Background: an optimization exercise with open tools, aiming at small area, a short achievable clock period and few clock cycles per item. Do not read the settings as production practice. Where RTL was checked, it was by simulation tests only, not by an equivalence proof against the original.

==> flow/design.v (excerpt) <==
module hilo_muldiv_ctrl (
  input  logic        clk,
  input  logic        rst,
  input  logic        op_valid,
  input  logic [2:0]  op,
  input  logic [31:0] rs_data,
  input  logic [31:0] rt_data,
  input  logic        rd_req,
  input  logic        flush,
  output logic        op_ready,
  output logic        busy,
  output logic        stall,
  output logic        done,
  output logic [63:0] hilo_out
);
==> flow/config.mk <==
export PLATFORM = sky130hd
export DESIGN_NAME = hilo_muldiv_ctrl
export DESIGN_NICKNAME = hilo_muldiv_ctrl
export VERILOG_FILES = /design/flow/design.v
export SDC_FILE = /design/flow/constraint.sdc
export NUM_CORES = 4
export LEC_CHECK = 0
export CAP_MARGIN = 20
export CORE_MARGIN = 2
export CORE_UTILIZATION = 40
export SLEW_MARGIN = 20
==> flow/constraint.sdc <==
create_clock -name core_clock -period 11.0 [get_ports {clk}]
set_input_delay 2.2000 -clock core_clock [delete_from_list [all_inputs] [get_ports {clk}]]
set_output_delay 2.2000 -clock core_clock [all_outputs]
set_load 0.01 [all_outputs]
standard.sh (not shown) runs the stock make flow with config.mk's settings and CLKGATE_MAP_FILE= SYNTH_SCRIPT=/design/flow/synth_recipe.tcl, a recipe that flattens the netlist after the stock synthesis.
==> flow/flow/run.sh <==
#!/bin/bash
set -euo pipefail
bash standard.sh SETUP_SLACK_MARGIN=6.1 finish > flow_make.log 2>&1
Testbench counts at the start, summed over its fixed seeds: cycles 15,934, ops 3,200.
Next try:
==> flow/run.sh (new file) <==
#!/bin/bash
# synth_recipe.tcl (not shown) runs the flow's synth.tcl, then flattens the netlist and writes it again
# the make line also repeats each setting of config.mk as NAME=value (left out here)
make -C /OpenROAD-flow-scripts/flow DESIGN_CONFIG=/design/flow/config.mk WORK_HOME=/design/flow/orfs CLKGATE_MAP_FILE= SYNTH_SCRIPT=/design/flow/synth_recipe.tcl finish
removed: flow/flow/run.sh
removed: flow/standard.sh
Utilization falls by 6.6 points.
Worst hold slack improves by 0.011 ns.
Setup slack is worse by 1.3 ns.
Next try:
- SETUP_SLACK_MARGIN: not set -> 5
The changed run ran to the end with no violations.
Via count came out higher by 0.72%.
Worst setup slack improved by 0.60 ns.
Design area came out higher by 1.3%.
Clock skew barely changes.
Wire length came out higher by 0.49%.

---

Another version of the RTL of hilo_muldiv_ctrl (not shown whole).
Size in the first run: ~2700 cells after synthesis, ~190 flip-flops, roughly 140 I/O pins.
clock: 11.0 ns
lec_check: 0
cap_margin: 20
core_margin: 2
core_utilization: 40
slew_margin: 20
==> flow/flow/run.sh <==
#!/bin/bash
# The standard layout (the standard.sh: ORFS synthesis through finish, unchanged), with
# the ports buffered by buf_1 cells and timing repair aimed 5.6 ns below the clock period, at the worst endpoints only.
set -euo pipefail
bash standard.sh SETUP_SLACK_MARGIN=5.6 TNS_END_PERCENT=10 "BUFFER_PORTS_ARGS=-buffer_cell sky130_fd_sc_hd__buf_1" finish > flow_make.log 2>&1
The starting point produced a clean layout.
Testbench counts at the start, summed over its fixed seeds: cycles 15,693, ops 3,200.
Next try:
==> flow/flow/run.sh (replaced) <==
#!/bin/bash
# The standard layout (the standard.sh: ORFS synthesis through finish, unchanged), with
# timing repair aimed 6.1 ns below the clock period and at the worst endpoints only.
set -euo pipefail
bash standard.sh SETUP_SLACK_MARGIN=6.1 TNS_END_PERCENT=10 finish > flow_make.log 2>&1
Effect: Design area went up by 9.9%; via count grows by 2.5%; die area stays the same.
Next try:
==> flow/flow/run.sh (replaced) <==
#!/bin/bash
# The standard layout (the standard.sh: ORFS synthesis through finish, unchanged), with
# the ports buffered by buf_2 cells and timing repair aimed 5 ns below the clock period.
set -euo pipefail
bash standard.sh SETUP_SLACK_MARGIN=5 "BUFFER_PORTS_ARGS=-buffer_cell sky130_fd_sc_hd__buf_2" finish > flow_make.log 2>&1
What happened: Hold slack got worse by 0.0095 ns. Sequential share of layout area rises by 2.1 points. Flip-flop and latch count does not change. Area after synthesis stays the same. Via count decreases slightly. Wire length drops by a little under a tenth. Cell area fell by roughly a tenth. Clock-buffer cell count rose by 1. Clock skew stays flat.

---

hilo_muldiv_ctrl, a different RTL version from the one above (not shown whole).
Size: roughly 3600 cells after synthesis.
// hilo_muldiv_ctrl
module hilo_muldiv_ctrl (
  input  logic        clk,
  input  logic        rst,
  input  logic        op_valid,
  input  logic [2:0]  op,
  input  logic [31:0] rs_data,
  input  logic [31:0] rt_data,
  input  logic        rd_req,
  input  logic        flush,
  output logic        op_ready,
  output logic        busy,
  output logic        stall,
  output logic        done,
  output logic [63:0] hilo_out
);
Settings: LEC_CHECK=0, ABC_AREA=1, CAP_MARGIN=20, CORE_MARGIN=2, CORE_UTILIZATION=40, SETUP_SLACK_MARGIN=5, SLEW_MARGIN=20; clock period 11.0 ns.
run.sh (not shown) runs the stock make flow with config.mk's settings and CLKGATE_MAP_FILE= SYNTH_SCRIPT=/design/flow/synth_recipe.tcl, a recipe that flattens the netlist after the stock synthesis.
Stock flow here: none of the scripts above is used.
Change:
SETUP_SLACK_MARGIN = default   (was 5)
=>
- die area is unchanged
- via count shrinks by about 8%
- synthesized cell count is unchanged
- maximum frequency is lower by 27%
- final area is lower by about 14%
- flip-flop and latch count is unchanged
- setup slack loses 2.2 ns
No run of this note included a check of the RTL's function; only the layout flow was run.

---

== alpha ==
hilo_muldiv_ctrl with an RTL version that a note above also has.
For scale: roughly 2,700 cells after synthesis, roughly 190 flip-flops, ~0.022 mm^2 of cells after synthesis.
clock: 11.0 ns
lec_check: 0
cap_margin: 20
core_margin: 2
core_utilization: 40
slew_margin: 20
standard.sh (not shown) runs the stock make flow with config.mk's settings and CLKGATE_MAP_FILE= SYNTH_SCRIPT=/design/flow/synth_recipe.tcl, a recipe that flattens the netlist after the stock synthesis.
==> flow/flow/run.sh <==
#!/bin/bash
# The standard layout (the standard.sh: ORFS synthesis through finish, unchanged), with
# the ports buffered by buf_1 cells and timing repair aimed 5.8 ns below the clock period, at the worst endpoints only.
set -euo pipefail
bash standard.sh SETUP_SLACK_MARGIN=5.8 TNS_END_PERCENT=10 "BUFFER_PORTS_ARGS=-buffer_cell sky130_fd_sc_hd__buf_1" finish > flow_make.log 2>&1
alpha ran to completion and came out clean on the timing, DRC and antenna checks.
Testbench counts of alpha, summed over its fixed seeds: cycles 15,693, ops 3,200.
Here is what was changed in the inputs of beta compared with alpha.
==> flow/flow/run.sh <==
#!/bin/bash
# The standard layout (the standard.sh: ORFS synthesis through finish, unchanged), with
# the ports buffered by buf_1 cells and timing repair aimed 5.6 ns below the clock period, at the worst endpoints only.
set -euo pipefail
bash standard.sh SETUP_SLACK_MARGIN=5.6 TNS_END_PERCENT=3 "BUFFER_PORTS_ARGS=-buffer_cell sky130_fd_sc_hd__buf_1" finish > flow_make.log 2>&1
--- outcome ---
- For hold slack, alpha and beta come out practically identical.
- Reported for alpha and beta, number of clock sinks turned out identical to the last digit.
- In beta, routed wire length is lower than in alpha.
- [diff] highest attainable clock frequency, beta relative to alpha: regression
- beta ended up with a higher critical path depth than alpha did.
- Changes observed in beta relative to alpha: final non-filler cell area dropped about 4.6%; number of clock buffers in the layout moved down.
- Compare alpha and beta | sequential share of cell area lower: alpha
For gamma, these inputs were changed with respect to beta:
- SETUP_SLACK_MARGIN now 5, previously not set
- CORE_UTILIZATION now 60, was 40
==> flow/run.sh (new file) <==
#!/bin/bash
# synth_recipe.tcl (not shown) runs the flow's synth.tcl, then flattens the netlist and writes it again
# the make line also repeats each setting of config.mk as NAME=value (left out here)
make -C /OpenROAD-flow-scripts/flow DESIGN_CONFIG=/design/flow/config.mk WORK_HOME=/design/flow/orfs CLKGATE_MAP_FILE= SYNTH_SCRIPT=/design/flow/synth_recipe.tcl finish
removed: flow/flow/run.sh
removed: flow/standard.sh
Findings:
Changes observed in gamma relative to beta: first-pass GRT wire length decreased by 2.5% relative to the old numbers, cell count after placement has decreased.
diff inputs: gamma => delta
- CORE_UTILIZATION now 40, was 60
- SETUP_SLACK_MARGIN no longer set, was 5
==> flow/flow/run.sh (new file) <==
#!/bin/bash
# The standard layout (the standard.sh: ORFS synthesis through finish, unchanged), with
# the ports buffered by buf_1 cells and timing repair aimed 5 ns below the clock period.
set -euo pipefail
bash standard.sh SETUP_SLACK_MARGIN=5 "BUFFER_PORTS_ARGS=-buffer_cell sky130_fd_sc_hd__buf_1" finish > flow_make.log 2>&1
==> flow/standard.sh (new file) <==
#!/bin/bash
# synth_recipe.tcl (not shown) runs the flow's synth.tcl, then flattens the netlist and writes it again
# the make line also repeats each setting of config.mk as NAME=value (left out here)
make -C /OpenROAD-flow-scripts/flow DESIGN_CONFIG=/design/flow/config.mk WORK_HOME=/design/flow/orfs CLKGATE_MAP_FILE= SYNTH_SCRIPT=/design/flow/synth_recipe.tcl "${@:-finish}"
removed: flow/run.sh
Findings:
Lower share of the clock period used by the worst path was reported by delta, not gamma. Changes observed in delta relative to gamma: synthesized area stayed essentially flat, total iterations of the first detailed-routing run fell by 1. delta vs gamma: non-filler instance count after layout up. Taking gamma as the reference, in delta setup slack picked up an extra 0.12 ns.
Modified inputs, epsilon compared to delta
==> flow/flow/run.sh <==
#!/bin/bash
# The standard layout (the standard.sh: ORFS synthesis through finish, unchanged), with
# the ports buffered by buf_2 cells and timing repair aimed 5.6 ns below the clock period, at the worst endpoints only.
set -euo pipefail
bash standard.sh SETUP_SLACK_MARGIN=5.6 TNS_END_PERCENT=10 "BUFFER_PORTS_ARGS=-buffer_cell sky130_fd_sc_hd__buf_2" finish > flow_make.log 2>&1
--- outcome ---
Status: routing usage on met3 parity (delta, epsilon)
Across both runs, number of gates resized after cts was higher for epsilon than for delta.
epsilon reached the final stage; the timing, DRC and antenna checks on its layout passed.
Taking delta as the reference point, the post-route core utilization of epsilon rises by 1.7 points.
Total global-route track usage for epsilon: 1.3 points up relative to delta

==> afterwards: timing with drivers on the ports <==
In the flow no input, the clock included, has a driving cell. The finished layouts below were timed again as built, in two steps. Step 1: set_driving_cell puts a clkbuf_16 on clk and a buf_2 on each other input, an assumption about the parent block. Step 2 moves the port delays by t, midway between the first and last clock arrival at a register: inputs arrive t later, outputs are due t later. That takes back most of the time a late clock gives input paths. Slacks: ideal / step 1 / step 2; pairs: ideal / step 1.
| run | t (ns) | setup WS [ns] | worst register clock-pin slew, ns | cell pins on the clock port's net |
|---|---|---|---|---|
| the first run of note 1 | 0.513 | 5.966 / 5.966 / 5.641 | 0.09 / 0.09 | 1 |
| the second run of note 1 | 0.517 | 4.640 / 4.640 / 4.640 | 0.08 / 0.08 | 1 |
| the third run of note 1 | 0.514 | 5.239 / 5.239 / 5.239 | 0.08 / 0.08 | 1 |
| the first run of note 2 | 0.511 | 5.588 / 5.588 / 5.413 | 0.09 / 0.09 | 1 |
| the second run of note 2 | 0.514 | 5.748 / 5.748 / 5.404 | 0.09 / 0.09 | 1 |
| the third run of note 2 | 0.524 | 5.218 / 5.218 / 5.218 | 0.09 / 0.09 | 1 |
| the first run of note 3 | 0.567 | 4.993 / 4.993 / 4.993 | 0.09 / 0.09 | 1 |
| the second run of note 3 | 0.577 | 2.768 / 2.768 / 2.768 | 0.10 / 0.10 | 1 |
| alpha | 0.508 | 5.668 / 5.668 / 5.512 | 0.09 / 0.09 | 1 |
| beta | 0.516 | 5.602 / 5.602 / 5.420 | 0.09 / 0.09 | 1 |
| gamma | 0.506 | 5.132 / 5.132 / 4.781 | 0.09 / 0.09 | 1 |
| delta | 0.514 | 5.248 / 5.248 / 5.248 | 0.09 / 0.09 | 1 |
| epsilon | 0.508 | 5.612 / 5.612 / 5.511 | 0.09 / 0.09 | 1 |
After both steps setup and hold are still met in every run listed. For gamma, which loses most, drivers alone change the setup slack by 0.000 ns; drivers and shift together by -0.351 ns.
